This design comes from an exercise in tuning for small area, a short achievable clock period and few clock cycles on the open sky130 flow, not from production work.
Where RTL was checked, it was by simulation tests only, not by an equivalence proof against the original.
No functional check of the RTL was part of runs 5 and 6.
Power is estimated from default activity; no workload was simulated.

`flow/config.mk`:
```
export PLATFORM = sky130hd
export DESIGN_NAME = vpu_core
export DESIGN_NICKNAME = vpu_core
export VERILOG_FILES = /design/flow/design.v
export SDC_FILE = /design/flow/constraint.sdc
export NUM_CORES = 4
export LEC_CHECK = 0
export CAP_MARGIN = 20
export CORE_MARGIN = 2
export CORE_UTILIZATION = 40
export SETUP_SLACK_MARGIN = 2.9
export SLEW_MARGIN = 20
```
`flow/constraint.sdc`:
```
create_clock -name core_clock -period 5.5 [get_ports {clk}]
set_input_delay 1.1000 -clock core_clock [delete_from_list [all_inputs] [get_ports {clk}]]
set_output_delay 1.1000 -clock core_clock [all_outputs]
set_load 0.01 [all_outputs]
```
`flow/design.v`:
```
package vpu_pkg;
    localparam int LANES    = 4;
    localparam int LANE_W   = 16;
    localparam int NUM_REGS = 8;
    localparam int VEC_W    = LANES * LANE_W;
    localparam int REG_AW   = $clog2(NUM_REGS);
    localparam int MEM_AW   = 12;
    localparam int PC_W     = 8;
    localparam int INSTR_W  = 32;
    localparam int IMM_W    = 12;
    localparam int OPC_MSB = 31;
    localparam int OPC_LSB = 28;
    localparam int VD_MSB  = 27;
    localparam int VD_LSB  = 25;
    localparam int VS1_MSB = 24;
    localparam int VS1_LSB = 22;
    localparam int VS2_MSB = 21;
    localparam int VS2_LSB = 19;
    localparam int IMM_MSB = 11;
    localparam int IMM_LSB = 0;
    typedef logic [LANE_W-1:0]  lane_t;
    typedef logic [VEC_W-1:0]   vec_t;
    typedef logic [REG_AW-1:0]  reg_addr_t;
    typedef logic [MEM_AW-1:0]  mem_addr_t;
    typedef logic [PC_W-1:0]    pc_t;
    typedef logic [INSTR_W-1:0] instr_t;
    typedef logic [IMM_W-1:0]   imm_t;
    typedef enum logic [3:0] {
        OP_NOP    = 4'd0,
        OP_VADD   = 4'd1,
        OP_VSUB   = 4'd2,
        OP_VAND   = 4'd3,
        OP_VOR    = 4'd4,
        OP_VXOR   = 4'd5,
        OP_VADDI  = 4'd6,
        OP_VLOAD  = 4'd7,
        OP_VSTORE = 4'd8,
        OP_JUMP   = 4'd9
    } opcode_e;
    typedef enum logic [1:0] {
        WB_NONE = 2'd0,
        WB_ALU  = 2'd1,
        WB_MEM  = 2'd2
    } wb_sel_e;
endpackage
`timescale 1ns/1ps
module fetch_unit (
    input  logic           clk,
    input  logic           rst_n,
    input  logic           advance,
    input  logic           jump,
    input  vpu_pkg::pc_t   jump_target,
    output vpu_pkg::pc_t   pc
);
    vpu_pkg::pc_t pc_next;
    assign pc_next = jump ? jump_target : pc + vpu_pkg::pc_t'(1);
    always_ff @(posedge clk) begin
        if (!rst_n) begin
            pc <= '0;
        end else if (advance) begin
            pc <= pc_next;
        end
    end
endmodule
`timescale 1ns/1ps
module instr_decoder (
    input  vpu_pkg::instr_t    instr,
    input  logic [7:0]         rf_valid,     
    output logic [7:0]         sel_a,
    output logic [7:0]         sel_b,
    output logic               sel_imm,
    output logic               use_a,
    output logic               use_b,
    output logic               writes,
    output logic               op_arith,
    output logic               op_sub,
    output logic               op_and,
    output logic               op_or,
    output logic               op_xor,
    output logic               op_load,
    output logic               op_store,
    output logic               jump
);
    logic [3:0] opc;
    logic [2:0] vs1;
    logic [2:0] vs2;
    logic       is_rr;
    logic       is_addi;
    assign opc = instr[vpu_pkg::OPC_MSB:vpu_pkg::OPC_LSB];
    assign vs1 = instr[vpu_pkg::VS1_MSB:vpu_pkg::VS1_LSB];
    assign vs2 = instr[vpu_pkg::VS2_MSB:vpu_pkg::VS2_LSB];
    assign is_rr    = (opc >= 4'd1) && (opc <= 4'd5);
    assign is_addi  = (opc == 4'd6);
    assign op_load  = (opc == 4'd7);
    assign op_store = (opc == 4'd8);
    assign jump     = (opc == 4'd9);
    assign writes   = is_rr || is_addi || op_load;
    assign op_arith = (opc == 4'd1) || (opc == 4'd2) || is_addi;
    assign op_sub   = (opc == 4'd2);
    assign op_and   = (opc == 4'd3);
    assign op_or    = (opc == 4'd4);
    assign op_xor   = (opc == 4'd5);
    assign sel_imm  = is_addi;
    assign use_a    = is_rr || is_addi;
    assign use_b    = is_rr || op_store;
    always_comb begin
        for (int i = 0; i < 8; i++) begin
            sel_a[i] = use_a && (vs1 == 3'(i)) && rf_valid[i];
            sel_b[i] = use_b && (vs2 == 3'(i)) && rf_valid[i];
        end
    end
endmodule
`timescale 1ns/1ps
module vector_regfile (
    input  logic               clk,
    input  logic [7:0]         wen,
    input  vpu_pkg::vec_t      wdata,
    input  logic [7:0]         sel_a,
    input  logic [7:0]         sel_b,
    input  logic               sel_imm,
    input  logic               sel_wr_a,
    input  logic               sel_wr_b,
    input  vpu_pkg::imm_t      imm,
    output vpu_pkg::vec_t      rdata_a,
    output vpu_pkg::vec_t      rdata_b
);
    vpu_pkg::vec_t regs [vpu_pkg::NUM_REGS];
    vpu_pkg::vec_t imm_vec;
    always_ff @(posedge clk) begin
        for (int i = 0; i < vpu_pkg::NUM_REGS; i++) begin
            if (wen[i]) begin
                regs[i] <= wdata;
            end
        end
    end
    assign imm_vec = {vpu_pkg::LANES{{(vpu_pkg::LANE_W-vpu_pkg::IMM_W){1'b0}}, imm}};
    always_comb begin
        rdata_a = wdata & {vpu_pkg::VEC_W{sel_wr_a}};
        rdata_b = (imm_vec & {vpu_pkg::VEC_W{sel_imm}}) | (wdata & {vpu_pkg::VEC_W{sel_wr_b}});
        for (int i = 0; i < vpu_pkg::NUM_REGS; i++) begin
            rdata_a = rdata_a | (regs[i] & {vpu_pkg::VEC_W{sel_a[i]}});
            rdata_b = rdata_b | (regs[i] & {vpu_pkg::VEC_W{sel_b[i]}});
        end
    end
endmodule
`timescale 1ns/1ps
module vector_alu (
    input  logic             op_arith,
    input  logic             op_sub,
    input  logic             op_and,
    input  logic             op_or,
    input  logic             op_xor,
    input  logic             op_load,
    input  vpu_pkg::vec_t    vec_a,
    input  vpu_pkg::vec_t    vec_b,
    input  vpu_pkg::vec_t    mem_data,
    output vpu_pkg::vec_t    carry,
    output vpu_pkg::vec_t    result_c0,
    output vpu_pkg::vec_t    result_c1
);
    localparam int W = vpu_pkg::LANE_W;
    for (genvar l = 0; l < vpu_pkg::LANES; l++) begin : g_lane
        logic [W-1:0] a;
        logic [W-1:0] b;
        logic [W-1:0] p;
        logic [W-1:0] g;
        logic [W-1:0] gl [5];
        logic [W-1:0] pl [5];
        logic [W-1:0] q;
        logic [W-1:0] other;
        assign a = vec_a[l*W +: W];
        assign b = vec_b[l*W +: W];
        assign p = a ^ b;
        assign g = a & b;
        always_comb begin
            gl[0] = g;
            pl[0] = p;
            for (int k = 1; k < 5; k++) begin
                for (int i = 0; i < W; i++) begin
                    if (i >= (1 << (k - 1))) begin
                        gl[k][i] = gl[k-1][i] | (pl[k-1][i] & gl[k-1][i - (1 << (k - 1))]);
                        pl[k][i] = pl[k-1][i] & pl[k-1][i - (1 << (k - 1))];
                    end else begin
                        gl[k][i] = gl[k-1][i];
                        pl[k][i] = pl[k-1][i];
                    end
                end
            end
        end
        assign carry[l*W +: W] = {gl[4][W-2:0], 1'b0};
        assign q     = p ^ {W{op_sub}};
        assign other = ((a & b) & {W{op_and}})
                     | ((a | b) & {W{op_or}})
                     | ((a ^ b) & {W{op_xor}})
                     | (mem_data[l*W +: W] & {W{op_load}});
        assign result_c0[l*W +: W] = ( q & {W{op_arith}}) | other;
        assign result_c1[l*W +: W] = (~q & {W{op_arith}}) | other;
    end
endmodule
`timescale 1ns/1ps
module operand_forward (
    input  logic               fwd,
    input  vpu_pkg::vec_t      rf_data,
    input  vpu_pkg::vec_t      ex_result,
    output vpu_pkg::vec_t      operand
);
    assign operand = fwd ? ex_result : rf_data;
endmodule
`timescale 1ns/1ps
module vpu_core (
    input  logic               clk,
    input  logic               rst_n,
    input  logic               en,
    output vpu_pkg::pc_t       pc,
    input  vpu_pkg::instr_t    instr,
    output vpu_pkg::mem_addr_t mem_addr,
    output logic               mem_read,
    output logic               mem_write,
    output vpu_pkg::vec_t      mem_wdata,
    input  vpu_pkg::vec_t      mem_rdata,
    output logic               data_out_vld,
    output vpu_pkg::vec_t      data_out,
    output vpu_pkg::reg_addr_t reg_wb
);
    logic [7:0]         id_sel_a;
    logic [7:0]         id_sel_b;
    logic               id_sel_imm;
    logic               id_use_a;
    logic               id_use_b;
    logic               id_writes;
    logic               id_arith;
    logic               id_sub;
    logic               id_and;
    logic               id_or;
    logic               id_xor;
    logic               id_load;
    logic               id_store;
    logic               id_jump;
    logic               stall;
    logic               advance;
    logic [7:0]         rf_valid;
    logic               id_wr_a;
    logic               id_wr_b;
    logic [7:0]         rd_sel_a;
    logic [7:0]         rd_sel_b;
    logic               rd_sel_imm;
    logic               rd_wr_a;
    logic               rd_wr_b;
    logic               rd_use_a;
    logic               rd_use_b;
    logic               rd_writes;
    logic               rd_arith;
    logic               rd_sub;
    logic               rd_and;
    logic               rd_or;
    logic               rd_xor;
    logic               rd_load;
    logic               rd_store;
    vpu_pkg::reg_addr_t rd_vd;
    vpu_pkg::reg_addr_t rd_vs1;
    vpu_pkg::reg_addr_t rd_vs2;
    vpu_pkg::imm_t      rd_imm;
    vpu_pkg::vec_t      rd_a;
    vpu_pkg::vec_t      rd_b;
    logic [7:0]         rd_wen;
    logic [7:0]         ex_wen;
    logic               ex_writes;
    logic               ex_store;
    vpu_pkg::reg_addr_t ex_vd;
    vpu_pkg::mem_addr_t mem_addr_q;
    logic               fwd_a;
    logic               fwd_b;
    vpu_pkg::vec_t      rd_op_a;
    vpu_pkg::vec_t      rd_op_b;
    logic               ex_arith;
    logic               ex_sub;
    logic               ex_and;
    logic               ex_or;
    logic               ex_xor;
    logic               ex_load;
    vpu_pkg::vec_t      ex_a;
    vpu_pkg::vec_t      ex_b;
    vpu_pkg::vec_t      ex_result;
    vpu_pkg::vec_t      ex_carry;
    vpu_pkg::vec_t      ex_result_c0;
    vpu_pkg::vec_t      ex_result_c1;
    vpu_pkg::vec_t      rd_op_a_c0;
    vpu_pkg::vec_t      rd_op_a_c1;
    vpu_pkg::vec_t      rd_op_b_c0;
    vpu_pkg::vec_t      rd_op_b_c1;
    logic               wb_valid;
    logic [7:0]         wb_wen;
    vpu_pkg::reg_addr_t wb_vd;
    vpu_pkg::vec_t      wb_data;
    assign stall   = rd_load && ex_store;
    assign advance = en && !stall;
    fetch_unit u_fetch (
        .clk         (clk),
        .rst_n       (rst_n),
        .advance     (advance),
        .jump        (id_jump),
        .jump_target (instr[vpu_pkg::PC_W-1:0]),
        .pc          (pc)
    );
    instr_decoder u_decoder (
        .instr    (instr),
        .rf_valid (rf_valid | wb_wen),
        .sel_a    (id_sel_a),
        .sel_b    (id_sel_b),
        .sel_imm  (id_sel_imm),
        .use_a    (id_use_a),
        .use_b    (id_use_b),
        .writes   (id_writes),
        .op_arith (id_arith),
        .op_sub   (id_sub),
        .op_and   (id_and),
        .op_or    (id_or),
        .op_xor   (id_xor),
        .op_load  (id_load),
        .op_store (id_store),
        .jump     (id_jump)
    );
    always_ff @(posedge clk) begin
        if (!rst_n) begin
            rd_writes <= 1'b0;
            rd_load   <= 1'b0;
            rd_store  <= 1'b0;
        end else if (advance) begin
            rd_writes <= id_writes;
            rd_load   <= id_load;
            rd_store  <= id_store;
        end
    end
    assign id_wr_a = id_use_a && ex_writes && (instr[vpu_pkg::VS1_MSB:vpu_pkg::VS1_LSB] == ex_vd);
    assign id_wr_b = id_use_b && ex_writes && (instr[vpu_pkg::VS2_MSB:vpu_pkg::VS2_LSB] == ex_vd);
    always_ff @(posedge clk) begin
        if (advance) begin
            rd_sel_a   <= id_wr_a ? 8'd0 : id_sel_a;
            rd_sel_b   <= id_wr_b ? 8'd0 : id_sel_b;
            rd_wr_a    <= id_wr_a;
            rd_wr_b    <= id_wr_b;
            rd_sel_imm <= id_sel_imm;
            rd_use_a   <= id_use_a;
            rd_use_b   <= id_use_b;
            rd_arith   <= id_arith;
            rd_sub     <= id_sub;
            rd_and     <= id_and;
            rd_or      <= id_or;
            rd_xor     <= id_xor;
            rd_vd      <= instr[vpu_pkg::VD_MSB:vpu_pkg::VD_LSB];
            rd_vs1     <= instr[vpu_pkg::VS1_MSB:vpu_pkg::VS1_LSB];
            rd_vs2     <= instr[vpu_pkg::VS2_MSB:vpu_pkg::VS2_LSB];
            rd_imm     <= instr[vpu_pkg::IMM_MSB:vpu_pkg::IMM_LSB];
        end
    end
    vector_regfile u_regfile (
        .clk     (clk),
        .wen      (wb_wen & {8{en}}),
        .wdata    (wb_data),
        .sel_a    (rd_sel_a),
        .sel_b    (rd_sel_b),
        .sel_imm  (rd_sel_imm),
        .sel_wr_a (rd_wr_a),
        .sel_wr_b (rd_wr_b),
        .imm     (rd_imm),
        .rdata_a (rd_a),
        .rdata_b (rd_b)
    );
    always_comb begin
        for (int i = 0; i < 8; i++) begin
            rd_wen[i] = rd_writes && (rd_vd == 3'(i));
        end
    end
    always_ff @(posedge clk) begin
        if (!rst_n) begin
            ex_wen    <= '0;
            ex_writes <= 1'b0;
            ex_store  <= 1'b0;
        end else if (en) begin
            ex_wen    <= stall ? 8'd0 : rd_wen;
            ex_writes <= rd_writes && !stall;
            ex_store  <= rd_store && !stall;
        end
    end
    assign fwd_a = rd_use_a && ex_writes && (rd_vs1 == ex_vd);
    assign fwd_b = rd_use_b && ex_writes && (rd_vs2 == ex_vd);
    operand_forward u_fwd_a0 (
        .fwd       (fwd_a),
        .rf_data   (rd_a),
        .ex_result (ex_result_c0),
        .operand   (rd_op_a_c0)
    );
    operand_forward u_fwd_a1 (
        .fwd       (fwd_a),
        .rf_data   (rd_a),
        .ex_result (ex_result_c1),
        .operand   (rd_op_a_c1)
    );
    operand_forward u_fwd_b0 (
        .fwd       (fwd_b),
        .rf_data   (rd_b),
        .ex_result (ex_result_c0),
        .operand   (rd_op_b_c0)
    );
    operand_forward u_fwd_b1 (
        .fwd       (fwd_b),
        .rf_data   (rd_b),
        .ex_result (ex_result_c1),
        .operand   (rd_op_b_c1)
    );
    assign rd_op_a = ex_carry & (rd_op_a_c1 ^ {vpu_pkg::VEC_W{rd_sub}})
                   | ~ex_carry & (rd_op_a_c0 ^ {vpu_pkg::VEC_W{rd_sub}});
    assign rd_op_b = ex_carry & rd_op_b_c1 | ~ex_carry & rd_op_b_c0;
    always_ff @(posedge clk) begin
        if (en) begin
            ex_vd    <= rd_vd;
            ex_arith <= rd_arith;
            ex_sub   <= rd_sub;
            ex_and   <= rd_and;
            ex_or    <= rd_or;
            ex_xor   <= rd_xor;
            ex_load  <= rd_load;
            ex_a     <= rd_op_a;
            ex_b     <= rd_op_b;
        end
    end
    always_ff @(posedge clk) begin
        if (en) begin
            mem_addr_q <= (rd_store || stall) ? rd_imm : instr[vpu_pkg::IMM_MSB:vpu_pkg::IMM_LSB];
        end
    end
    assign mem_addr  = mem_addr_q;
    assign mem_read  = en;
    assign mem_write = en && ex_store;
    assign mem_wdata = ex_b;
    vector_alu u_alu (
        .op_arith (ex_arith),
        .op_sub   (ex_sub),
        .op_and   (ex_and),
        .op_or    (ex_or),
        .op_xor   (ex_xor),
        .op_load  (ex_load),
        .vec_a    (ex_a),
        .vec_b    (ex_b),
        .mem_data  (mem_rdata),
        .carry     (ex_carry),
        .result_c0 (ex_result_c0),
        .result_c1 (ex_result_c1)
    );
    assign ex_result = ex_carry & ex_result_c1 | ~ex_carry & ex_result_c0;
    always_ff @(posedge clk) begin
        if (!rst_n) begin
            wb_valid <= 1'b0;
            wb_wen   <= '0;
            rf_valid <= '0;
        end else if (en) begin
            wb_valid <= ex_writes;
            wb_wen   <= ex_wen;
            rf_valid <= rf_valid | wb_wen;
        end
    end
    always_ff @(posedge clk) begin
        if (en) begin
            wb_vd   <= ex_vd;
            wb_data <= ex_result;
        end
    end
    assign data_out_vld = en && wb_valid;
    assign data_out     = wb_data;
    assign reg_wb       = wb_vd;
endmodule
```
`flow/run.sh`:
```
#!/bin/bash
# synth_recipe.tcl (not shown) runs the flow's synth.tcl, then flattens the netlist and writes it again
# the make line also repeats each setting of config.mk as NAME=value (left out here)
make -C /OpenROAD-flow-scripts/flow DESIGN_CONFIG=/design/flow/config.mk WORK_HOME=/design/flow/orfs CLKGATE_MAP_FILE= SYNTH_SCRIPT=/design/flow/synth_recipe.tcl finish
```
==> metrics.cfg, run 1 <==
[run_status]
status=no timing/DRC/antenna violations

[setup_path]
r2r-end=ex_b[15]
r2r_setup_slack_ns=2.71
cpPeakStageDelay_ns=0.48
required_ns=5.92
critical_path_arrival_ns=3.21
start_kind=flip-flop
cp-end-kind=flip-flop
crit_type=flip-flop to flip-flop
startpoint=ex_b[1]
r2r_start=ex_b[1]
crit_buf_inv=2
critical_path.top_delay_family=compound AO/OA/AOI/OAI gates
crit_path_top_delay_cell=a211oi_4
path_common_cell=or3_1
reg2reg_depth=10
cp_max_fo=4
crit_path_end=ex_b[15]
cp_num_cells=10
path_cells=inv_2 > ha_4 > a21o_1 > a22oi_2 > buf_6 > a211oi_4 > or3_1 > a21oi_2 > or3_1 > mux2_4

[route]
routed_wl_um=159000
drt-pass1-iter-count=9
vias=32512
initialDrtViolationCount=5551
ant_nets=0
wire_per_inst_um=31.8
drcViolationCount=0
vias_per_cell=6.49

[placed_design]
place_area_um2=44000
gp_congestion=0.930
portBuffers=245
dp_hpwl_um=93700

[pwr]
p_seq_share_pct=46.2
switching_share_pct=24.9
ir_drop_uv=224
pwr-share-clk_pct=41.9
p_int_w=0.0115
finalPower_w=0.0153
comb_power_share_pct=11.9
powerDensity_nw_per_um2=307
power_leakage_nw=17.9
switchingPower_w=0.00379

[layout]
n_antenna_cell=0
drive_gt1_share_pct=18.8
area_growth_pct=24.1
design_area_um2=49800
final_util_pct=49.9
fin_nets=3870

[yosys]
synth_common_cells=775 x edfxtp_1, 326 x a22oi_1, 206 x nand2_1, 179 x inv_1, 171 x a21oi_1
ys_seq_area_share_pct=59.9
synth_most_common_cell=edfxtp_1
synth_area_um2=40100
synth-seq-cells=813
yosys.area.top_type=edfxtp_1
synth.distinct_cells=77
synthArstFlopShare_pct=0
synth_top_area_share_pct=58.0
synthFlopType=edfxtp_1
syn_nets=3503
avgSynthCellArea_um2=12.2
yosysWarnings=14
synth_edf_count=775
synth_top_cells_by_area=edfxtp_1 58%, a22oi_1 6.1%, ha_1 4.0%
synth_cells=3275

[sta]
fmax_mhz=359
drv_slew=0
finalSetupViolCount=0
hold_viol=0
tightest_slew_ns=1.09
relSlewSlack_pct=27.6
setup_tns_ns=0
period_share_pct=50.6
finalCriticalPeriod_ns=2.79
whs_ns=0.466
skew_ns=0.0381
rsz0062_at_grt=true

[worst_hold_path]
min_from=rf_valid[7]
hp-class=flip-flop to flip-flop

[clock_network]
cts_root_buf=clkbuf_16
cts_max_path_buffers=3
cts_sinks=813
clk_latency_ns=0.68
cts_buffers=90
path_clk_slew_ns=0.06
hold_buffers=0
cts_max_level=3
cts_tree=built

[global_route]
overflow=0
grt_pass1_wl_um=224000
antenna_found_initial=2
grt_use_total_pct=30.1
grt_pass1_vias=31111
grt_max_degree=152

[floorplanning]
ios=253
rows=116
dieWidth_um=321
dieHeight_um=321
start_util_pct=40.2
dieArea_um2=103000
coreArea_um2=99700

[job]
maxCapViolCount=0

how the worst min path moves through the flow:
stage | to | slack, ns | cells after the start
2_1_floorplan | ex_and | 0.40 | 0
3_3_place_gp | rf_valid[6] | 0.45 | 1
3_5_place_dp | rf_valid[5] | 0.45 | 1
4_1_cts | rf_valid[7] | 0.47 | 1
5_1_grt | rf_valid[5] | 0.48 | 1
6_report | rf_valid[7] | 0.47 | 1
per-stage QoR:
step	std cells	worst slack, ns
5_1_grt	5012	2.71
3_5_place_dp	4673	2.08
4_1_cts	4982	2.71
3_3_place_gp	4673	2.14
2_1_floorplan	3275	2.90
6_report	5012	2.71
sequential cells by signal, summed over array words and instances, names as in the netlist, 12 cells and up:
name / count
ex_a: 64
ex_b: 64
mem_addr_q: 12
rd_imm: 12
u_regfile.regs: 512
wb_data: 64
repair_timing:
item,in CTS,in global routing
hold endpoints to repair,0,0
setup endpoints to repair,452,110
resized for setup,441,157
pin swaps,45,54
buffers inserted,143,30
gates cloned,2,0
power by group through the flow:
stage	Sequential, W	Combinational (W)	Clock [W]
finish	0.00705	0.00181	0.00640
global route	0.00706	0.00191	0.00671
CTS	0.00705	0.00169	0.00646
detailed placement	0.00728	0.00143	0
global placement	0.00727	0.00142	0
floorplan	0.00722	0.000772	0
cell families (layout without fill, tap and decap cells):
family | count (synthesis) | in the layout | share of synthesized area [%]
buffers and inverters | 403 | 842 | 3.98
AOI/OAI and AO/OA | 1042 | 1042 | 19.1
and+or+nand+nor | 666 | 666 | 7.87
muxes | 44 | 44 | 1.20
adders and majority gates | 129 | 129 | 4.03
xor gates and xnor gates | 178 | 178 | 3.89
DFF | 813 | 813 | 59.9
per-layer routing:
metal	global-route usage (%)	vias to the layer above	part of all wire, %
met5	0	-	0.0075
met3	7.79	444	13
met1	41.1	16099	38
li1	-	13638	-
met2	45.5	2329	44
met4	12.3	2	4.6
cell type report:
class / count / area, µm²
Clock buffer: 99 / 2380
Clock inverter: 65 / 728
Fill cell: 8641 / 50000
Inverter: 181 / 691
Multi-Input combinational cell: 2059 / 15800
Sequential cell: 813 / 24000
Tap cell: 1298 / 1620
Timing Repair Buffer: 497 / 4520
cell usage in the layout, fill, tap and decap left out, drive strengths merged, types with 82 or more instances in the layout:
cell,instances
a22o,90
xor2,82
inv,184
a22oi,327
clkdlybuf4s50,90
dlygate4sd2,85
clkbuf,107
edfxtp,775
nand2,206
buf,266
nor3,115
ha,129
a21oi,173
xnor2,96
nand3,160
o21ai,102
nor2,85
Testbench counts, summed over its fixed seeds: cycles 18,085.
==> run 2, diff against run 1 <==
--- a/flow/config.mk
+++ b/flow/config.mk
@@ -10,3 +10,3 @@
 export CORE_UTILIZATION = 40
-export SETUP_SLACK_MARGIN = 2.9
+export SETUP_SLACK_MARGIN = 2.6
 export SLEW_MARGIN = 20
==> metrics.cfg, run 2 <==
[run_status]
status=no timing/DRC/antenna violations

[pwr]
power_leakage_nw=17.1  ; -4.5%
powerDensity_nw_per_um2=310  ; +0.94%
ir_drop_uv=217  ; -3.1%

[route]
wire_per_inst_um=31.8  ; about the same
vias=31871  ; -2.0%
drt-pass1-iter-count=10  ; +1
routed_wl_um=156000  ; -2.1%
vias_per_cell=6.50  ; +0.15%
initialDrtViolationCount=5377  ; -3.1%
drcViolationCount=0  ; unchanged
ant_nets=0  ; unchanged

[yosys]
synth_fa_ha_area_share_pct=4.03  ; unchanged
synthSimpleGateAreaFrac_pct=7.87  ; unchanged
synthMuxAreaShare_pct=1.20  ; unchanged
synth_xor_area_share_pct=3.89  ; unchanged
synth_top_area_share_pct=58.0  ; unchanged
synth_most_common_cell=edfxtp_1
ys_seq_area_share_pct=59.9  ; unchanged
synth_cells=3275  ; unchanged
yosysWarnings=14  ; unchanged
synthArstFlopShare_pct=0  ; unchanged
synth-seq-cells=813  ; unchanged
synthFlopType=edfxtp_1
synth_common_cells=775 x edfxtp_1, 326 x a22oi_1, 206 x nand2_1, 179 x inv_1, 171 x a21oi_1
synth_area_um2=40100  ; unchanged
synth-compound-area-share_pct=19.1  ; unchanged
syn_nets=3503  ; unchanged
synth_edf_count=775  ; unchanged
avgSynthCellArea_um2=12.2  ; unchanged
synth.distinct_cells=77  ; unchanged
synth_top_cells_by_area=edfxtp_1 58%, a22oi_1 6.1%, ha_1 4.0%
synth_top_family_by_area=compound AO/OA/AOI/OAI gates
yosys.area.top_type=edfxtp_1

[clock_network]
cts_sinks=813  ; unchanged
cts_max_level=3  ; unchanged
clk_latency_ns=0.68  ; about the same
cts_root_buf=clkbuf_16
cts_max_path_buffers=3  ; unchanged
cts_tree=built
hold_buffers=0  ; unchanged
path_clk_slew_ns=0.06  ; about the same
cts_buffers=91  ; +1.1%

[global_route]
grt_use_total_pct=29.5  ; -0.56 points
antenna_found_initial=6  ; +4
overflow=0  ; unchanged
grt_max_degree=156  ; +2.6%
grt_pass1_vias=30664  ; -1.4%
grt_pass1_wl_um=220000  ; -1.8%

[layout]
fillers=8761  ; +1.4%
final_cell_mix=775 x edfxtp_1, 326 x a22oi_1, 206 x nand2_1
final_util_pct=47.9  ; -2.0 points
fin_nets=3762  ; -2.8%
largest-register=u_regfile.regs
area_growth_pct=19.2
largest_reg_flops=512  ; unchanged
final_common_cell=edfxtp_1
drive_gt1_share_pct=10.8  ; -8.0 points

[floorplanning]
ios=253  ; unchanged
start_util_pct=40.2  ; unchanged
coreArea_um2=99700  ; unchanged
dieArea_um2=103000  ; unchanged
dieWidth_um=321  ; unchanged
dieHeight_um=321  ; unchanged
rows=116  ; unchanged

[placed_design]
dp_hpwl_um=93000  ; -0.77%
portBuffers=245  ; unchanged
gp_congestion=0.902  ; -3.0%

[sta]
fmax_mhz=345  ; -3.9%
relSlewSlack_pct=27.8  ; +0.18 points
skew_ns=0.0320  ; -0.00610 ns
finalSetupViolCount=0  ; unchanged
setup_tns_ns=0  ; unchanged
hold_viol=0  ; unchanged
tightest_slew_ns=1.08  ; -0.00274 ns
period_share_pct=52.7  ; +2.1 points
rsz0062_at_grt=true
finalCriticalPeriod_ns=2.90  ; +0.114 ns
drv_slew=0  ; unchanged

[setup_path]
r2r_start=ex_b[18]
critical_path_arrival_ns=1.80  ; -1.41 ns
required_ns=4.40  ; -1.52 ns
crit_buf_inv=1  ; -1
r2r-end=ex_a[19]
path_cells=clkdlybuf4s50_1
crit_path_top_delay_cell=clkdlybuf4s50_1
reg2reg_depth=8  ; -2
cp-end-kind=output port
start_kind=flip-flop
cp_num_cells=1  ; -9
crit_type=flip-flop to output port
cp_max_fo=3  ; -1
cpPeakStageDelay_ns=0.61  ; +0.13 ns
critical_path.top_delay_family=buffers and inverters
r2r_setup_slack_ns=2.63  ; -0.08 ns
crit_path_end=mem_wdata[12]
startpoint=ex_b[12]

[job]
maxCapViolCount=0  ; unchanged

[worst_hold_path]
hp-class=flip-flop to flip-flop

==> run 2: cell counts after synthesis <==
Identical to the previous run, type by type.
==> run 2: stage by stage <==
| stage | area (µm²) | std cells | total power [W] | hold WS (ns) | setup WS [ns] |
|---|---|---|---|---|---|
| 2_1_floorplan | 40100 | 3275 | 0.00799 | 0.400 | 2.70 |
| 3_5_place_dp | 43900 | 4666 | 0.00870 | 0.408 | 2.10 |
| 5_1_grt | 47800 | 4905 | 0.0152 | 0.433 | 2.54 |
| 6_report | 47800 | 4906 | 0.0148 | 0.429 | 2.60 |
| 4_1_cts | 47500 | 4892 | 0.0148 | 0.422 | 2.58 |
| 3_3_place_gp | 43900 | 4666 | 0.00869 | 0.407 | 2.08 |
==> run 2: how the worst min path moves through the flow <==
stage / start / end / slack (ns) / depth (start not counted)
after floorplan: rd_and / ex_and / 0.40 / 0
after global placement: rd_arith / ex_arith / 0.41 / 0
after detailed placement: rd_and / ex_and / 0.41 / 0
after CTS: rd_and / ex_and / 0.42 / 0
after global routing: rd_and / ex_and / 0.43 / 0
final: rd_and / ex_and / 0.43 / 0
==> run 2: final cells by class <==
class / count / area (µm²) / area share [%]
sequential: 813 / 24000 / 50.3
antenna: 2 / 5.00 / 0.0105
tap: 1298 / 1620 / 3.40
clock buffer: 110 / 2410 / 5.05
timing repair buffer: 388 / 3720 / 7.79
inverter: 181 / 679 / 1.42
clock inverter: 55 / 522 / 1.09
multi-input combinational: 2059 / 14800 / 31.0
==> run 2: report_power, final <==
| group | internal (W) | switching (W) |
|---|---|---|
| registers | 0.00695 | 0.000137 |
| clock network | 0.00354 | 0.00257 |
| logic | 0.000607 | 0.00100 |
| total | 0.0111 | 0.00371 |
==> run 2: metal layers <==
metal	GRT usage [%]	wire length, µm	vias to the layer above
met3	7.58	19800	407
met4	12.6	6910	2
met5	0	13	-
met2	45.7	69500	2386
met1	39.3	59700	15657
li1	-	-	13419
==> run 2: logic make-up after synthesis <==
kind of cell | count (synthesis)
compound gates | 1042
flops | 813
simple gates | 666
buf+inv | 403
xor+xnor | 178
fa+ha+maj | 129
mux | 44
==> run 2: timing repair <==
item / CTS / global route
endpoints found under the setup margin: 144 / 45
cloned: 1 / 0
resized for setup: 82 / 56
pin swaps: 3 / 6
buffers inserted: 60 / 12
==> run 3, diff against run 2 <==
--- a/flow/config.mk
+++ b/flow/config.mk
@@ -10,3 +10,6 @@
 export CORE_UTILIZATION = 40
-export SETUP_SLACK_MARGIN = 2.6
+export CTS_BUF_LIST = sky130_fd_sc_hd__clkbuf_16
+export CTS_CLUSTER_DIAMETER = 100
+export CTS_CLUSTER_SIZE = 24
+export SETUP_SLACK_MARGIN = 2.9
 export SLEW_MARGIN = 20
==> metrics.cfg, run 3 <==
[yosys]
yosysWarnings=14  ; unchanged
synth_xor_area_share_pct=3.89  ; unchanged
synth_most_common_cell=edfxtp_1
synth_fa_ha_area_share_pct=4.03  ; unchanged
synthFlopType=edfxtp_1
yosys.area.top_type=edfxtp_1
synth_top_family_by_area=compound AO/OA/AOI/OAI gates
synth_common_cells=775 x edfxtp_1, 326 x a22oi_1, 206 x nand2_1, 179 x inv_1, 171 x a21oi_1
synth_cells=3275  ; unchanged
synthSimpleGateAreaFrac_pct=7.87  ; unchanged
synth_top_cells_by_area=edfxtp_1 58%, a22oi_1 6.1%, ha_1 4.0%
synth_edf_count=775  ; unchanged
synth_area_um2=40100  ; unchanged
ys_seq_area_share_pct=59.9  ; unchanged
syn_nets=3503  ; unchanged
synth-seq-cells=813  ; unchanged
avgSynthCellArea_um2=12.2  ; unchanged
synth_top_area_share_pct=58.0  ; unchanged
synth.distinct_cells=77  ; unchanged
synth-compound-area-share_pct=19.1  ; unchanged
synthMuxAreaShare_pct=1.20  ; unchanged
synthArstFlopShare_pct=0  ; unchanged

[route]
initialDrtViolationCount=5470  ; +1.7%
ant_nets=0  ; unchanged
vias_per_cell=6.53  ; +0.46%
drt-pass1-iter-count=10  ; unchanged
routed_wl_um=158000  ; +1.5%
drcViolationCount=0  ; unchanged
vias=32279  ; +1.3%
wire_per_inst_um=32.0  ; +0.67%

[clock_network]
clk_latency_ns=0.64  ; -0.04 ns
cts_tree=built
path_clk_slew_ns=0.10  ; +0.04 ns
cts_max_level=2  ; -1
hold_buffers=0  ; unchanged
cts_root_buf=clkbuf_16
cts_buffers=41  ; -55%
cts_max_path_buffers=3  ; unchanged
cts_sinks=813  ; unchanged

[pwr]
powerDensity_nw_per_um2=257  ; -17%
ir_drop_uv=205  ; -5.5%
p_int_w=0.00914  ; -18%
p_seq_share_pct=56.8  ; +8.9 points
switchingPower_w=0.00326  ; -12%
pwr-share-clk_pct=28.3  ; -13 points
comb_power_share_pct=14.9  ; +4.0 points
power_leakage_nw=17.2  ; +0.74%
switching_share_pct=26.3  ; +1.2 points

[worst_hold_path]
min_from=rf_valid[7]
hold_path_end=rf_valid[7]
min_path_cells=1  ; +1
hp-class=flip-flop to flip-flop

[placed_design]
place.detailed.instances=4673  ; +0.15%
portBuffers=245  ; unchanged
gp_congestion=0.930  ; +3.1%
dp_hpwl_um=93700  ; +0.78%

[setup_path]
cp-end-kind=flip-flop
path_common_cell=or3_1
r2r_setup_slack_ns=2.71  ; +0.08 ns
start_kind=flip-flop
required_ns=5.89  ; +1.49 ns
r2r-end=ex_b[15]
critical_path.top_delay_family=simple AND/OR/NAND/NOR gates
path_cells=inv_1 > ha_4 > and3_1 > a22oi_2 > buf_6 > a211oi_4 > or3_1 > a21oi_2 > or3_1 > mux2_4
cp_max_fo=5  ; +2
crit_type=flip-flop to flip-flop
critical_path_arrival_ns=3.18  ; +1.38 ns
cpPeakStageDelay_ns=0.45  ; -0.16 ns
r2r_start=ex_b[4]
reg2reg_depth=10  ; +2
crit_path_top_delay_cell=a211oi_4
crit_buf_inv=2  ; +1

[global_route]
overflow=0  ; unchanged
antenna_found_initial=2  ; -4
grt_max_degree=152  ; -2.6%
grt_pass1_vias=30696  ; +0.10%
grt_use_total_pct=29.7  ; +0.22 points
grt_pass1_wl_um=222000  ; +0.92%

[sta]
finalCriticalPeriod_ns=2.79  ; -0.111 ns
drv_slew=0  ; unchanged
finalSetupViolCount=0  ; unchanged
rsz0062_at_grt=true
hold_viol=0  ; unchanged
setup_tns_ns=0  ; unchanged
fmax_mhz=359  ; +4.0%
tightest_slew_ns=1.07  ; -0.00823 ns
period_share_pct=50.7  ; -2.0 points
skew_ns=0.0403  ; +0.00822 ns
relSlewSlack_pct=28.4  ; +0.55 points

[floorplanning]
dieHeight_um=321  ; unchanged
start_util_pct=40.2  ; unchanged
ios=253  ; unchanged
coreArea_um2=99700  ; unchanged
dieWidth_um=321  ; unchanged
dieArea_um2=103000  ; unchanged
rows=116  ; unchanged

[layout]
final_cells=4946  ; +0.82%
final_cell_mix=775 x edfxtp_1, 326 x a22oi_1, 237 x buf_4
final_common_cell=edfxtp_1
largest-register=u_regfile.regs
largest_reg_flops=512  ; unchanged
fin_nets=3856  ; +2.5%
drive_gt1_share_pct=17.2  ; +6.3 points
area_growth_pct=20.3

[run_status]
status=no timing/DRC/antenna violations

[job]
maxCapViolCount=0  ; unchanged

[run 3: kinds of logic after synthesis]
group                    count (synthesis)
adder cells (fa/ha/maj)                129
multiplexers                            44
XOR/XNOR                               178
AND/OR/NAND/NOR                        666
AO/OA/AOI/OAI                         1042
flip-flops                             813
buffers and inverters                  403
[run 3: worst max-delay path by stage]
stage,slack [ns],start,to,depth (start not counted)
after floorplan,2.90,ex_b[2],ex_a[11],9
after global placement,2.14,ex_b[50],ex_b[62],9
after detailed placement,2.08,ex_b[50],ex_b[62],9
after CTS,2.72,ex_b[50],ex_b[62],10
after global routing,2.66,ex_b[1],ex_b[15],10
final,2.71,ex_b[4],ex_b[15],10
[run 3: timing repair]
item / CTS / global route
setup endpoints to repair: 463 / 121
pin swaps: 57 / 55
cloned: 2 / 0
setup buffers: 159 / 49
hold endpoints to repair: 0 / 0
resized for setup: 425 / 150
[run 3: worst reg2reg max path, cell delays in order, from the launching register on]
cell and delay, ns:
edfxtp_1 0.38, inv_1 0.09, ha_4 0.32, and3_1 0.18
a22oi_2 0.08, buf_6 0.13, a211oi_4 0.45, or3_1 0.19
a21oi_2 0.05, or3_1 0.42, mux2_4 0.27
[run 3: area by class of cell]
cell class              count  area (µm²)
clock buffers              43        1080
well taps                1298        1620
fillers                  8772       51500
repair buffers            532        4820
inverters                 181         693
diodes                      4        10.0
flip-flops and latches    813       24000
clock inverters            16         124
multi-input cells        2059       15900
[run 3: per-stage QoR]
step | util (%) | hold slack, ns | setup slack, ns | total power [W] | cell area [µm²]
6_report | 48.4 | 0.475 | 2.71 | 0.0124 | 48300
5_1_grt | 48.4 | 0.492 | 2.66 | 0.0127 | 48300
4_1_cts | 47.4 | 0.476 | 2.72 | 0.0123 | 47300
3_5_place_dp | 44.1 | 0.454 | 2.08 | 0.00870 | 44000
3_3_place_gp | 44.1 | 0.448 | 2.14 | 0.00869 | 44000
2_1_floorplan | - | 0.400 | 2.90 | 0.00799 | 40100
[run 3: layer usage]
layer	share of wire, %	up-vias	GRT usage [%]
li1	-	13522	-
met1	39	16008	41.1
met2	44	2384	45.3
met3	13	365	6.95
met4	4.3	0	11.6
met5	0	-	0
[run 3: power groups by stage]
| stage | clock (W) | combinational, W | sequential [W] |
|---|---|---|---|
| 2_1_floorplan | 0 | 0.000772 | 0.00722 |
| 3_3_place_gp | 0 | 0.00142 | 0.00727 |
| 3_5_place_dp | 0 | 0.00143 | 0.00728 |
| 4_1_cts | 0.00355 | 0.00171 | 0.00704 |
| 5_1_grt | 0.00375 | 0.00195 | 0.00705 |
| 6_report | 0.00351 | 0.00185 | 0.00704 |
==> run 4, diff against run 3 <==
==> flow/flow/run.sh (new file) <==
#!/bin/bash
set -euo pipefail
cd "$(dirname "$0")/.."
export BUFFER_PORTS_ARGS="-buffer_cell sky130_fd_sc_hd__buf_1"
bash standard.sh finish > standard_flow.log 2>&1
==> flow/standard.sh (new file) <==
#!/bin/bash
# synth_recipe.tcl (not shown) runs the flow's synth.tcl, then flattens the netlist and writes it again
# the make line also repeats each setting of config.mk as NAME=value (left out here)
make -C /OpenROAD-flow-scripts/flow DESIGN_CONFIG=/design/flow/config.mk WORK_HOME=/design/flow/orfs CLKGATE_MAP_FILE= SYNTH_SCRIPT=/design/flow/synth_recipe.tcl "${@:-finish}"
--- a/flow/config.mk
+++ b/flow/config.mk
@@ -13,3 +13,3 @@
 export CTS_CLUSTER_SIZE = 24
-export SETUP_SLACK_MARGIN = 2.9
+export SETUP_SLACK_MARGIN = 3.0
 export SLEW_MARGIN = 20
removed: flow/run.sh
==> metrics.cfg, run 4 <==
[yosys]
synth_xor_area_share_pct=3.89  ; unchanged
synth_most_common_cell=edfxtp_1
syn_nets=3503  ; unchanged
synth_area_um2=40100  ; unchanged
synth-compound-area-share_pct=19.1  ; unchanged
synth_common_cells=775 x edfxtp_1, 326 x a22oi_1, 206 x nand2_1, 179 x inv_1, 171 x a21oi_1
synth_cells=3275  ; unchanged
synth_top_cells_by_area=edfxtp_1 58%, a22oi_1 6.1%, ha_1 4.0%
synth_edf_count=775  ; unchanged
yosysWarnings=14  ; unchanged
synth_top_family_by_area=compound AO/OA/AOI/OAI gates
synthArstFlopShare_pct=0  ; unchanged
synthMuxAreaShare_pct=1.20  ; unchanged
synthSimpleGateAreaFrac_pct=7.87  ; unchanged
ys_seq_area_share_pct=59.9  ; unchanged
synth_fa_ha_area_share_pct=4.03  ; unchanged
synth-seq-cells=813  ; unchanged
synth.distinct_cells=77  ; unchanged
synthFlopType=edfxtp_1
yosys.area.top_type=edfxtp_1
avgSynthCellArea_um2=12.2  ; unchanged
synth_top_area_share_pct=58.0  ; unchanged

[sta]
drv_slew=0  ; unchanged
finalSetupViolCount=0  ; unchanged
setup_tns_ns=0  ; unchanged
hold_viol=0  ; unchanged
whs_ns=0.447  ; -0.0284 ns
relSlewSlack_pct=30.3  ; +1.9 points
skew_ns=0.0475  ; +0.00723 ns
tightest_slew_ns=1.05  ; -0.0287 ns
fmax_mhz=361  ; +0.55%
rsz0062_at_grt=true
finalCriticalPeriod_ns=2.77  ; -0.0152 ns
period_share_pct=50.4  ; -0.28 points

[placed_design]
gp_congestion=0.897  ; -3.6%
dp_hpwl_um=91800  ; -2.0%
portBuffers=245  ; unchanged

[setup_path]
r2r-end=ex_b[15]
startpoint=ex_b[1]
reg2reg_depth=10  ; unchanged
crit_buf_inv=2  ; unchanged
cp_num_cells=10  ; unchanged
critical_path_arrival_ns=3.15  ; -0.03 ns
critical_path.top_delay_family=compound AO/OA/AOI/OAI gates
crit_path_end=ex_b[15]
cpPeakStageDelay_ns=0.47  ; +0.02 ns
path_common_cell=or3_1
required_ns=5.88  ; about the same
crit_path_top_delay_cell=a211oi_4
start_kind=flip-flop
r2r_setup_slack_ns=2.73  ; +0.02 ns
cp-end-kind=flip-flop
crit_type=flip-flop to flip-flop
r2r_start=ex_b[1]
cp_max_fo=5  ; unchanged
path_cells=inv_2 > ha_4 > a21o_1 > a22oi_2 > buf_6 > a211oi_4 > or3_1 > a21oi_1 > or3_1 > mux2_4

[global_route]
grt_pass1_vias=30528  ; -0.55%
overflow=0  ; unchanged
grt_pass1_wl_um=221000  ; -0.51%
antenna_found_initial=2  ; unchanged
grt_use_total_pct=29.7  ; -0.043 points
grt_max_degree=109  ; -28%

[floorplanning]
rows=116  ; unchanged
dieHeight_um=321  ; unchanged
coreArea_um2=99700  ; unchanged
ios=253  ; unchanged
dieArea_um2=103000  ; unchanged
dieWidth_um=321  ; unchanged
start_util_pct=40.2  ; unchanged

[layout]
area_growth_pct=18.4
multi_input_area_um2=16200  ; +1.9%
drive_gt1_share_pct=18.8  ; +1.6 points
final_common_cell=edfxtp_1
largest_reg_flops=512  ; unchanged
fin_nets=3845  ; -0.29%
final_cell_mix=775 x edfxtp_1, 326 x a22oi_1, 208 x buf_4
regArea_um2=24000  ; about the same
fillers=8830  ; +0.66%
largest-register=u_regfile.regs

[clock_network]
hold_buffers=0  ; unchanged
cts_max_level=2  ; unchanged
cts_tree=built
path_clk_slew_ns=0.10  ; about the same
cts_root_buf=clkbuf_16
cts_sinks=813  ; unchanged
clk_latency_ns=0.64  ; about the same
cts_max_path_buffers=3  ; unchanged
cts_buffers=42  ; +2.4%

[pwr]
power_leakage_nw=16.5  ; -3.8%
ir_drop_uv=239  ; +17%
finalPower_w=0.0124  ; about the same
powerDensity_nw_per_um2=261  ; +1.7%

[route]
drcViolationCount=0  ; unchanged
drt-pass1-iter-count=8  ; -2
vias_per_cell=6.53  ; +0.13%
ant_nets=0  ; unchanged
initialDrtViolationCount=5769  ; +5.5%
wire_per_inst_um=32.1  ; +0.23%
routed_wl_um=158000  ; about the same
vias=32228  ; -0.16%

[worst_hold_path]
hp-class=flip-flop to flip-flop

[job]
maxCapViolCount=0  ; unchanged

[run_status]
status=no timing/DRC/antenna violations

-- run 4: cell types whose count changed in the layout (fill, tap and decap cells not counted), moves of 7 or more --
cell,before,now
clkdlybuf4s15_2,15,0
ha_2,24,31
inv_2,6,18
clkdlybuf4s50_1,89,0
dlygate4sd2_1,108,0
buf_1,0,196
clkdlybuf4s15_1,15,0
buf_12,12,24
buf_4,237,208
buf_2,4,28
a21oi_1,134,123
inv_1,177,163
-- run 4: where the power goes --
group	internal, W	total (W)	switching (W)	leakage (nW)
sequential	0.00694	0.00704	0.000102	7.36
clock	0.00150	0.00353	0.00203	0.630
combinational	0.000678	0.00183	0.00115	8.55
total	0.00912	0.0124	0.00328	16.5
-- run 4: layout make-up --
type	count	share of cell area, %
Sequential cell	813	50.6
Multi-Input combinational cell	2059	34.1
Timing Repair Buffer	518	7.74
Tap cell	1298	3.42
Clock buffer	45	2.37
Inverter	181	1.51
Clock inverter	15	0.237
Timing Repair inverter	2	0.0343
Antenna cell	1	0.00527
-- run 4: per-layer routing --
layer	wire (µm)	track usage, %
met5	10	0
met4	6970	12.0
met3	21400	7.72
met2	70300	45.8
met1	59400	39.9
-- run 4: stage by stage --
step | cell area, µm² | utilization (%) | setup WS [ns] | instances
finish | 47500 | 47.6 | 2.73 | 4932
global route | 47500 | 47.6 | 2.68 | 4931
CTS | 46000 | 46.2 | 2.75 | 4870
detailed placement | 42500 | 42.6 | 1.76 | 4663
global placement | 42500 | 42.6 | 1.73 | 4663
floorplan | 40200 | - | 2.85 | 3275
-- run 4: worst min-delay path by stage --
stage	start	end	slack, ns	cells after the start
2_1_floorplan	rd_and	ex_and	0.40	0
3_3_place_gp	rd_xor	ex_xor	0.43	0
3_5_place_dp	rd_xor	ex_xor	0.43	0
4_1_cts	rd_xor	ex_xor	0.46	0
5_1_grt	rd_xor	ex_xor	0.48	0
6_report	rd_xor	ex_xor	0.45	0
-- run 4: repair_timing --
| action | 4_1_cts | 5_1_grt |
|---|---|---|
| pin swaps | 79 | 77 |
| setup buffers | 142 | 60 |
| gates cloned | 5 | 1 |
| resized for setup | 274 | 218 |
| endpoints found under the setup margin | 656 | 163 |
-- run 4: cell families (layout without fill, tap and decap cells) --
kind of cell,count (synthesis),in the layout
fa+ha+maj,129,129
flops,813,813
simple gates,666,666
mux,44,44
other cells,0,1
buf+inv,403,761
compound gates,1042,1042
xor+xnor,178,178
-- run 4: worst reg2reg max path, stage by stage, from the launching register on --
cell	delay [ns]
edfxtp_1	0.40
inv_2	0.06
ha_4	0.29
a21o_1	0.18
a22oi_2	0.10
buf_6	0.14
a211oi_4	0.48
or3_1	0.19
a21oi_1	0.07
or3_1	0.35
mux2_4	0.27
==> run 5, diff against run 4 <==
--- a/flow/design.v
+++ b/flow/design.v
@@ -248,4 +248,4 @@
     logic               rd_wr_b;
-    logic               rd_use_a;
-    logic               rd_use_b;
+    logic               rd_fwd_a;
+    logic               rd_fwd_b;
     logic               rd_writes;
@@ -259,4 +259,2 @@
     vpu_pkg::reg_addr_t rd_vd;
-    vpu_pkg::reg_addr_t rd_vs1;
-    vpu_pkg::reg_addr_t rd_vs2;
     vpu_pkg::imm_t      rd_imm;
@@ -264,4 +262,2 @@
     vpu_pkg::vec_t      rd_b;
-    logic [7:0]         rd_wen;
-    logic [7:0]         ex_wen;
     logic               ex_writes;
@@ -292,2 +288,4 @@
     logic [7:0]         wb_wen;
+    logic               id_fwd_a;
+    logic               id_fwd_b;
     vpu_pkg::reg_addr_t wb_vd;
@@ -333,2 +331,4 @@
     end
+    assign id_fwd_a = id_use_a && rd_writes && (instr[vpu_pkg::VS1_MSB:vpu_pkg::VS1_LSB] == rd_vd);
+    assign id_fwd_b = id_use_b && rd_writes && (instr[vpu_pkg::VS2_MSB:vpu_pkg::VS2_LSB] == rd_vd);
     assign id_wr_a = id_use_a && ex_writes && (instr[vpu_pkg::VS1_MSB:vpu_pkg::VS1_LSB] == ex_vd);
@@ -342,4 +342,4 @@
             rd_sel_imm <= id_sel_imm;
-            rd_use_a   <= id_use_a;
-            rd_use_b   <= id_use_b;
+            rd_fwd_a   <= id_fwd_a;
+            rd_fwd_b   <= id_fwd_b;
             rd_arith   <= id_arith;
@@ -350,4 +350,2 @@
             rd_vd      <= instr[vpu_pkg::VD_MSB:vpu_pkg::VD_LSB];
-            rd_vs1     <= instr[vpu_pkg::VS1_MSB:vpu_pkg::VS1_LSB];
-            rd_vs2     <= instr[vpu_pkg::VS2_MSB:vpu_pkg::VS2_LSB];
             rd_imm     <= instr[vpu_pkg::IMM_MSB:vpu_pkg::IMM_LSB];
@@ -368,10 +366,4 @@
     );
-    always_comb begin
-        for (int i = 0; i < 8; i++) begin
-            rd_wen[i] = rd_writes && (rd_vd == 3'(i));
-        end
-    end
     always_ff @(posedge clk) begin
         if (!rst_n) begin
-            ex_wen    <= '0;
             ex_writes <= 1'b0;
@@ -379,3 +371,2 @@
         end else if (en) begin
-            ex_wen    <= stall ? 8'd0 : rd_wen;
             ex_writes <= rd_writes && !stall;
@@ -384,4 +375,4 @@
     end
-    assign fwd_a = rd_use_a && ex_writes && (rd_vs1 == ex_vd);
-    assign fwd_b = rd_use_b && ex_writes && (rd_vs2 == ex_vd);
+    assign fwd_a = rd_fwd_a;
+    assign fwd_b = rd_fwd_b;
     operand_forward u_fwd_a0 (
@@ -453,3 +444,2 @@
             wb_valid <= 1'b0;
-            wb_wen   <= '0;
             rf_valid <= '0;
@@ -457,3 +447,2 @@
             wb_valid <= ex_writes;
-            wb_wen   <= ex_wen;
             rf_valid <= rf_valid | wb_wen;
@@ -466,2 +455,7 @@
         end
+    end
+    always_comb begin
+        for (int i = 0; i < 8; i++) begin
+            wb_wen[i] = wb_valid && (wb_vd == 3'(i));
+        end
     end
==> flow/run.sh (new file) <==
#!/bin/bash
# synth_recipe.tcl (not shown) runs the flow's synth.tcl, then flattens the netlist and writes it again
# the make line also repeats each setting of config.mk as NAME=value (left out here)
make -C /OpenROAD-flow-scripts/flow DESIGN_CONFIG=/design/flow/config.mk WORK_HOME=/design/flow/orfs CLKGATE_MAP_FILE= SYNTH_SCRIPT=/design/flow/synth_recipe.tcl finish
--- a/flow/config.mk
+++ b/flow/config.mk
@@ -13,3 +13,3 @@
 export CTS_CLUSTER_SIZE = 24
-export SETUP_SLACK_MARGIN = 3.0
+export SETUP_SLACK_MARGIN = 2.9
 export SLEW_MARGIN = 20
removed: flow/flow/run.sh
removed: flow/standard.sh
==> metrics.cfg, run 5 <==
[yosys]
synthFlopType=edfxtp_1
synth_top_cells_by_area=edfxtp_1 60%, ha_1 4.2%, a221oi_1 3.3%
synth_top_family_by_area=compound AO/OA/AOI/OAI gates
ys_seq_area_share_pct=60.9  ; +1.0 points
synth-compound-area-share_pct=20.2  ; +1.1 points
synthMuxAreaShare_pct=0.515  ; -0.69 points
synth_common_cells=769 x edfxtp_1, 195 x inv_1, 168 x a22oi_1, 150 x a21oi_1, 149 x clkbuf_1
yosysWarnings=14  ; unchanged
synth_cells=3001  ; -8.4%
synth.distinct_cells=74  ; -3.9%
yosys.area.top_type=edfxtp_1
synth_most_common_cell=edfxtp_1
synth-seq-cells=791  ; -2.7%
avgSynthCellArea_um2=12.9  ; +5.1%
synth_fa_ha_area_share_pct=4.18  ; +0.15 points
synth_edf_count=769  ; -0.77%
synthSimpleGateAreaFrac_pct=5.60  ; -2.3 points
synth_xor_area_share_pct=4.29  ; +0.40 points
synth_top_area_share_pct=59.8  ; +1.8 points
synth_area_um2=38600  ; -3.7%
synthArstFlopShare_pct=0  ; unchanged
syn_nets=3229  ; -7.8%

[layout]
multi_input_area_um2=14900  ; -7.9%
final_util_pct=49.6  ; +2.0 points
largest_reg_flops=512  ; unchanged
fillers=8188  ; -7.3%
drive_gt1_share_pct=19.2  ; +0.36 points
regArea_um2=23500  ; -2.1%
largest-register=u_regfile.regs
final_common_cell=edfxtp_1
final_cells=4673  ; -5.3%
n_antenna_cell=0  ; -1
final_cell_mix=769 x edfxtp_1, 242 x buf_4, 178 x inv_1
fin_nets=3620  ; -5.9%
area_growth_pct=22.4

[sta]
finalCriticalPeriod_ns=2.96  ; +0.189 ns
period_share_pct=53.9  ; +3.4 points
finalWorstSetupSlack_ns=2.54  ; -0.189 ns
finalSetupViolCount=0  ; unchanged
skew_ns=0.0266  ; -0.0209 ns
whs_ns=0.446  ; -0.000127 ns
rsz0062_at_grt=true
relSlewSlack_pct=22.4  ; -7.9 points
fmax_mhz=338  ; -6.4%
hold_viol=0  ; unchanged
setup_tns_ns=0  ; unchanged
drv_slew=0  ; unchanged
tightest_slew_ns=1.16  ; +0.118 ns

[route]
routed_wl_um=153000  ; -3.6%
initialDrtViolationCount=5784  ; +0.26%
wire_per_inst_um=32.6  ; +1.8%
drt-pass1-iter-count=11  ; +3
vias_per_cell=6.66  ; +1.9%
drcViolationCount=0  ; unchanged
ant_nets=0  ; unchanged
vias=31130  ; -3.4%

[clock_network]
cts_max_path_buffers=3  ; unchanged
cts_max_level=2  ; unchanged
path_clk_slew_ns=0.10  ; about the same
clk_latency_ns=0.62  ; -0.02 ns
cts_sinks=791  ; -2.7%
cts_tree=built
cts_root_buf=clkbuf_16
cts_buffers=41  ; -2.4%

[setup_path]
cpPeakStageDelay_ns=0.43  ; -0.04 ns
r2r_setup_slack_ns=2.54  ; -0.19 ns
critical_path.top_delay_family=compound AO/OA/AOI/OAI gates
crit_path_top_delay_cell=edfxtp_1
path_cells=inv_2 > ha_4 > a21o_4 > a21oi_4 > buf_12 > buf_6 > o211ai_1 > buf_4 > a221oi_2 > xnor2_1 > a21oi_2 > a32o_2 > xnor2_1
crit_buf_inv=4  ; +2
r2r-end=ex_a[26]
r2r_start=ex_b[17]
required_ns=5.83  ; -0.05 ns
path_common_cell=xnor2_1
reg2reg_depth=13  ; +3
critical_path_arrival_ns=3.30  ; +0.15 ns
start_kind=flip-flop
cp_max_fo=3  ; -2
crit_type=flip-flop to flip-flop
cp_num_cells=13  ; +3
cp-end-kind=flip-flop

[placed_design]
dp_hpwl_um=87900  ; -4.2%
portBuffers=245  ; unchanged
place.detailed.instances=4369  ; -6.3%
gp_congestion=0.888  ; -0.94%
pre_cts_ws_ns=1.94  ; +0.178 ns

[floorplanning]
dieHeight_um=315  ; -1.8%
dieWidth_um=315  ; -1.8%
coreArea_um2=95300  ; -4.4%
start_util_pct=40.5  ; +0.31 points
rows=113  ; -2.6%
dieArea_um2=99100  ; -3.6%
ios=253  ; unchanged

[pwr]
ir_drop_uv=192  ; -20%
powerDensity_nw_per_um2=276  ; +5.8%
power_leakage_nw=17.0  ; +2.6%

[global_route]
grt_max_degree=125  ; +15%
grt_use_total_pct=29.7  ; about the same
grt_pass1_vias=30752  ; +0.73%
grt_pass1_wl_um=215000  ; -2.7%
overflow=0  ; unchanged
antenna_found_initial=3  ; +1

[worst_hold_path]
min_from=rd_arith
hold_path_end=ex_arith
hp-class=flip-flop to flip-flop
min_path_cells=0  ; unchanged

[job]
maxCapViolCount=0  ; unchanged

[run_status]
status=no timing/DRC/antenna violations

[run 5: cell count changes after synthesis, moves of 24 or more]
cell | previous run | this run
a22oi_1 | 326 | 168
a221oi_1 | 67 | 146
nand2_1 | 206 | 127
nand3_1 | 160 | 91
a22o_1 | 90 | 142
nor2_1 | 84 | 45
a222oi_1 | 80 | 114
a32oi_1 | 3 | 32
nor3_1 | 113 | 89
[run 5: cells by family after synthesis]
family / count (synthesis)
adders and majority gates: 129
buffers and inverters: 413
muxes: 18
and+or+nand+nor: 445
xor gates and xnor gates: 189
DFF: 791
AOI/OAI and AO/OA: 1016
[run 5: worst max path at each step]
stage | from | endpoint | slack (ns)
finish | ex_b[17] | ex_a[26] | 2.54
global route | ex_b[17] | ex_a[26] | 2.45
CTS | ex_b[50] | ex_a[61] | 2.50
detailed placement | instr[30] | u_fetch.pc[5] | 1.94
global placement | instr[30] | u_fetch.pc[5] | 1.93
floorplan | en | u_regfile.regs[0][0] | 2.78
[run 5: what timing repair did]
action / CTS / global route
resized for setup: 406 / 177
pin swaps: 75 / 97
hold buffers: 0 / 0
gates cloned: 4 / 1
setup buffers: 188 / 52
hold endpoints to repair: 0 / 0
setup endpoints to repair: 370 / 204
[run 5: area by class of cell]
cell class | instances | share of cell area [%]
inverters | 197 | 1.59
flip-flops and latches | 791 | 49.8
well taps | 1265 | 3.35
repair buffers | 561 | 11.2
clock inverters | 16 | 0.302
multi-input cells | 1800 | 31.5
clock buffers | 43 | 2.28
[run 5: layer usage]
metal / GRT usage [%] / share of wire, %
met5: 0 / 0.014
met4: 13.8 / 5.2
met3: 7.71 / 13
met2: 46.4 / 45
met1: 38.7 / 37
[run 5: where the power goes]
group	internal [W]	total, W	leakage (nW)	switching, W
combinational	0.00107	0.00258	9.11	0.00151
sequential	0.00685	0.00698	7.23	0.000123
clock	0.00149	0.00351	0.624	0.00201
[run 5: metrics by stage]
stage          power [W]  instance area, µm²
6_report          0.0131               47300
5_1_grt           0.0134               47300
4_1_cts           0.0128               46200
3_5_place_dp     0.00910               42700
3_3_place_gp     0.00905               42600
2_1_floorplan    0.00822               38800
==> run 6, diff against run 5 <==
==> flow/flow/run.sh (new file) <==
#!/bin/bash
set -euo pipefail
cd "$(dirname "$0")/.."
export BUFFER_PORTS_ARGS="-buffer_cell sky130_fd_sc_hd__buf_4"
bash standard.sh finish > standard_flow.log 2>&1
==> flow/standard.sh (new file) <==
#!/bin/bash
# synth_recipe.tcl (not shown) runs the flow's synth.tcl, then flattens the netlist and writes it again
# the make line also repeats each setting of config.mk as NAME=value (left out here)
make -C /OpenROAD-flow-scripts/flow DESIGN_CONFIG=/design/flow/config.mk WORK_HOME=/design/flow/orfs CLKGATE_MAP_FILE= SYNTH_SCRIPT=/design/flow/synth_recipe.tcl "${@:-finish}"
--- a/flow/config.mk
+++ b/flow/config.mk
@@ -13,3 +13,3 @@
 export CTS_CLUSTER_SIZE = 24
-export SETUP_SLACK_MARGIN = 2.9
+export SETUP_SLACK_MARGIN = 3.0
 export SLEW_MARGIN = 20
removed: flow/run.sh
==> metrics.cfg, run 6 <==
[layout]
multi_input_area_um2=15000  ; +0.82%
final_cell_mix=769 x edfxtp_1, 451 x buf_4, 176 x inv_1
regArea_um2=23500  ; about the same
area_growth_pct=20.7
fillers=8373  ; +2.3%
largest_reg_flops=512  ; unchanged
fin_nets=3592  ; -0.77%
drive_gt1_share_pct=25.4  ; +6.2 points
final_common_cell=edfxtp_1
n_antenna_cell=0  ; unchanged
largest-register=u_regfile.regs

[floorplanning]
ios=253  ; unchanged
rows=113  ; unchanged
dieArea_um2=99100  ; unchanged
coreArea_um2=95300  ; unchanged
start_util_pct=40.5  ; unchanged
dieHeight_um=315  ; unchanged
dieWidth_um=315  ; unchanged

[sta]
rsz0062_at_grt=true
whs_ns=0.433  ; -0.0136 ns
fmax_mhz=343  ; +1.5%
skew_ns=0.0327  ; +0.00616 ns
relSlewSlack_pct=23.4  ; +1.0 points
period_share_pct=53.1  ; -0.80 points
finalCriticalPeriod_ns=2.92  ; -0.0441 ns
hold_viol=0  ; unchanged
tightest_slew_ns=1.15  ; -0.0157 ns
finalSetupViolCount=0  ; unchanged
setup_tns_ns=0  ; unchanged
drv_slew=0  ; unchanged

[clock_network]
cts_max_level=2  ; unchanged
cts_buffers=40  ; -2.4%
cts_sinks=791  ; unchanged
cts_max_path_buffers=3  ; unchanged
cts_root_buf=clkbuf_16
hold_buffers=0  ; unchanged
clk_latency_ns=0.63  ; about the same
cts_tree=built
path_clk_slew_ns=0.10  ; about the same

[setup_path]
r2r_start=ex_b[38]
crit_type=flip-flop to flip-flop
cp_max_fo=3  ; unchanged
crit_path_top_delay_cell=edfxtp_1
path_common_cell=a21o_1
required_ns=5.84  ; about the same
critical_path_arrival_ns=3.26  ; -0.04 ns
path_cells=buf_6 > ha_4 > a21o_1 > a221o_1 > a211oi_4 > o21ai_2 > a21o_1 > a31oi_4 > a21oi_2 > xor2_1
cp-end-kind=flip-flop
startpoint=ex_b[38]
start_kind=flip-flop
cpPeakStageDelay_ns=0.48  ; +0.05 ns

[yosys]
avgSynthCellArea_um2=12.9  ; unchanged
synth_edf_count=769  ; unchanged
synth_common_cells=769 x edfxtp_1, 195 x inv_1, 168 x a22oi_1, 150 x a21oi_1, 149 x clkbuf_1
syn_nets=3229  ; unchanged
ys_seq_area_share_pct=60.9  ; unchanged
synthArstFlopShare_pct=0  ; unchanged
synth_most_common_cell=edfxtp_1
synth-seq-cells=791  ; unchanged
synth.distinct_cells=74  ; unchanged
synthFlopType=edfxtp_1
synth_cells=3001  ; unchanged
synth_top_cells_by_area=edfxtp_1 60%, ha_1 4.2%, a221oi_1 3.3%
synth_top_area_share_pct=59.8  ; unchanged
yosysWarnings=14  ; unchanged
synth_area_um2=38600  ; unchanged
yosys.area.top_type=edfxtp_1

[worst_hold_path]
min_from=rd_and
hp-class=flip-flop to flip-flop

[route]
drcViolationCount=0  ; unchanged
wl_met2_um=65500  ; -4.2%
vias=30524  ; -1.9%
wl_met3_um=21200  ; +6.1%
routed_wl_um=149000  ; -2.1%
highest_layer=met5
drt-pass1-iter-count=10  ; -1
wire_per_inst_um=32.2  ; -1.5%
met1_length_um=57000  ; +1.5%
ant_nets=0  ; unchanged
initialDrtViolationCount=5531  ; -4.4%
vias_per_cell=6.57  ; -1.3%

[global_route]
grt_use_total_pct=29.0  ; -0.70 points
grt_pass1_vias=29236  ; -4.9%
overflow=0  ; unchanged
grt_max_degree=122  ; -2.4%
grt_pass1_wl_um=208000  ; -3.0%
antenna_found_initial=3  ; unchanged

[job]
maxCapViolCount=0  ; unchanged

[pwr]
power_leakage_nw=16.8  ; -0.88%
ir_drop_uv=199  ; +3.9%
powerDensity_nw_per_um2=277  ; +0.19%

[placed_design]
dp_hpwl_um=84800  ; -3.5%
portBuffers=245  ; unchanged
gp_congestion=0.849  ; -4.4%

[run_status]
status=no timing/DRC/antenna violations

[run 6: routing by layer]
| metal | vias to the layer above | global-route usage [%] |
|---|---|---|
| met5 | - | 0 |
| met4 | 4 | 10.9 |
| met3 | 351 | 8.49 |
| met2 | 2402 | 43.7 |
| met1 | 15067 | 39.6 |
| li1 | 12700 | - |
[run 6: kinds of logic after synthesis]
| group | count (synthesis) | synth area share (%) |
|---|---|---|
| flip-flops | 791 | 60.9 |
| adder cells (fa/ha/maj) | 129 | 4.18 |
| AO/OA/AOI/OAI | 1016 | 20.2 |
| AND/OR/NAND/NOR | 445 | 5.60 |
| XOR/XNOR | 189 | 4.29 |
| multiplexers | 18 | 0.515 |
| buffers and inverters | 413 | 4.25 |
[run 6: worst paths after layout]
check,to,slack (ns),cells past startpoint
worst min register to register,ex_and,0.43,0
worst max register to register,ex_a[43],2.58,10
worst max-delay path,ex_a[43],2.58,10
worst min-delay path,ex_and,0.43,0
[run 6: metrics by stage]
stage / setup slack, ns / utilization (%) / std cells / area [µm²] / total power, W
3_5_place_dp: 2.10 / 44.2 / 4361 / 42100 / 0.00906
6_report: 2.58 / 48.9 / 4643 / 46600 / 0.0129
5_1_grt: 2.55 / 48.9 / 4643 / 46600 / 0.0133
4_1_cts: 2.50 / 47.6 / 4573 / 45400 / 0.0127
3_3_place_gp: 2.05 / 44.2 / 4360 / 42100 / 0.00904
2_1_floorplan: 2.78 / - / 3001 / 38900 / 0.00824
[run 6: worst max-delay path: cells and delay by family, from the launching register on]
family	cells	cell delay [ns]
DFF	1	0.48
AOI/OAI and AO/OA	7	1.70
buffers and inverters	1	0.17
adders and majority gates	1	0.15
xor gates and xnor gates	1	0.16
[run 6: report_power, final]
group	internal, W	total, W	switching (W)
clock network	0.00138	0.00335	0.00197
registers	0.00685	0.00699	0.000141
logic	0.00107	0.00257	0.00150
total	0.00930	0.0129	0.00361
[run 6: layout make-up]
cell class | instances | area share (%)
flip-flops and latches | 791 | 50.5
well taps | 1265 | 3.40
clock buffers | 41 | 2.20
repair buffers | 534 | 9.87
multi-input cells | 1800 | 32.2
clock inverters | 15 | 0.217
inverters | 197 | 1.60
[run 6: timing repair]
item,4_1_cts,5_1_grt
resized for setup,201,136
cloned,5,0
setup buffers,151,70
pin swaps,114,92
setup endpoints to repair,426,246

[re-timing with driven ports]
No port has a modelled driver above. Below, the same layouts with a new extraction and two added sets of constraints.
Step 1 assumes that a clkbuf_16 drives the clock port and a buf_2 every other input.
Step 2, shift: input delay + t, output delay - t, t = (earliest + latest rising clock arrival at the registers) / 2. This alone moves slack from input paths to output paths.
Slacks: ideal ports / drivers / drivers and shift; pairs: ideal ports / drivers.
run | shift t [ns] | setup slack, ns | hold slack, ns | worst data-port slew with drivers (ns)
run 1 | 0.730 | 2.715 / 2.714 / 2.156 | 0.466 / 0.466 / 0.466 | 0.23
run 2 | 0.730 | 2.600 / 2.495 / 2.151 | 0.429 / 0.429 / 0.429 | 0.20
run 3 | 0.682 | 2.711 / 2.707 / 2.183 | 0.475 / 0.475 / 0.475 | 0.24
run 4 | 0.683 | 2.726 / 2.674 / 2.262 | 0.447 / 0.447 / 0.447 | 0.16
run 5 | 0.675 | 2.537 / 2.537 / 2.134 | 0.446 / 0.446 / 0.446 | 0.18
run 6 | 0.674 | 2.582 / 2.582 / 2.146 | 0.433 / 0.433 / 0.433 | 0.20
After both steps every run listed still meets setup and hold. The setup slack of run 1, which loses most, moves by -0.001 ns with the drivers and by -0.559 ns with both steps.
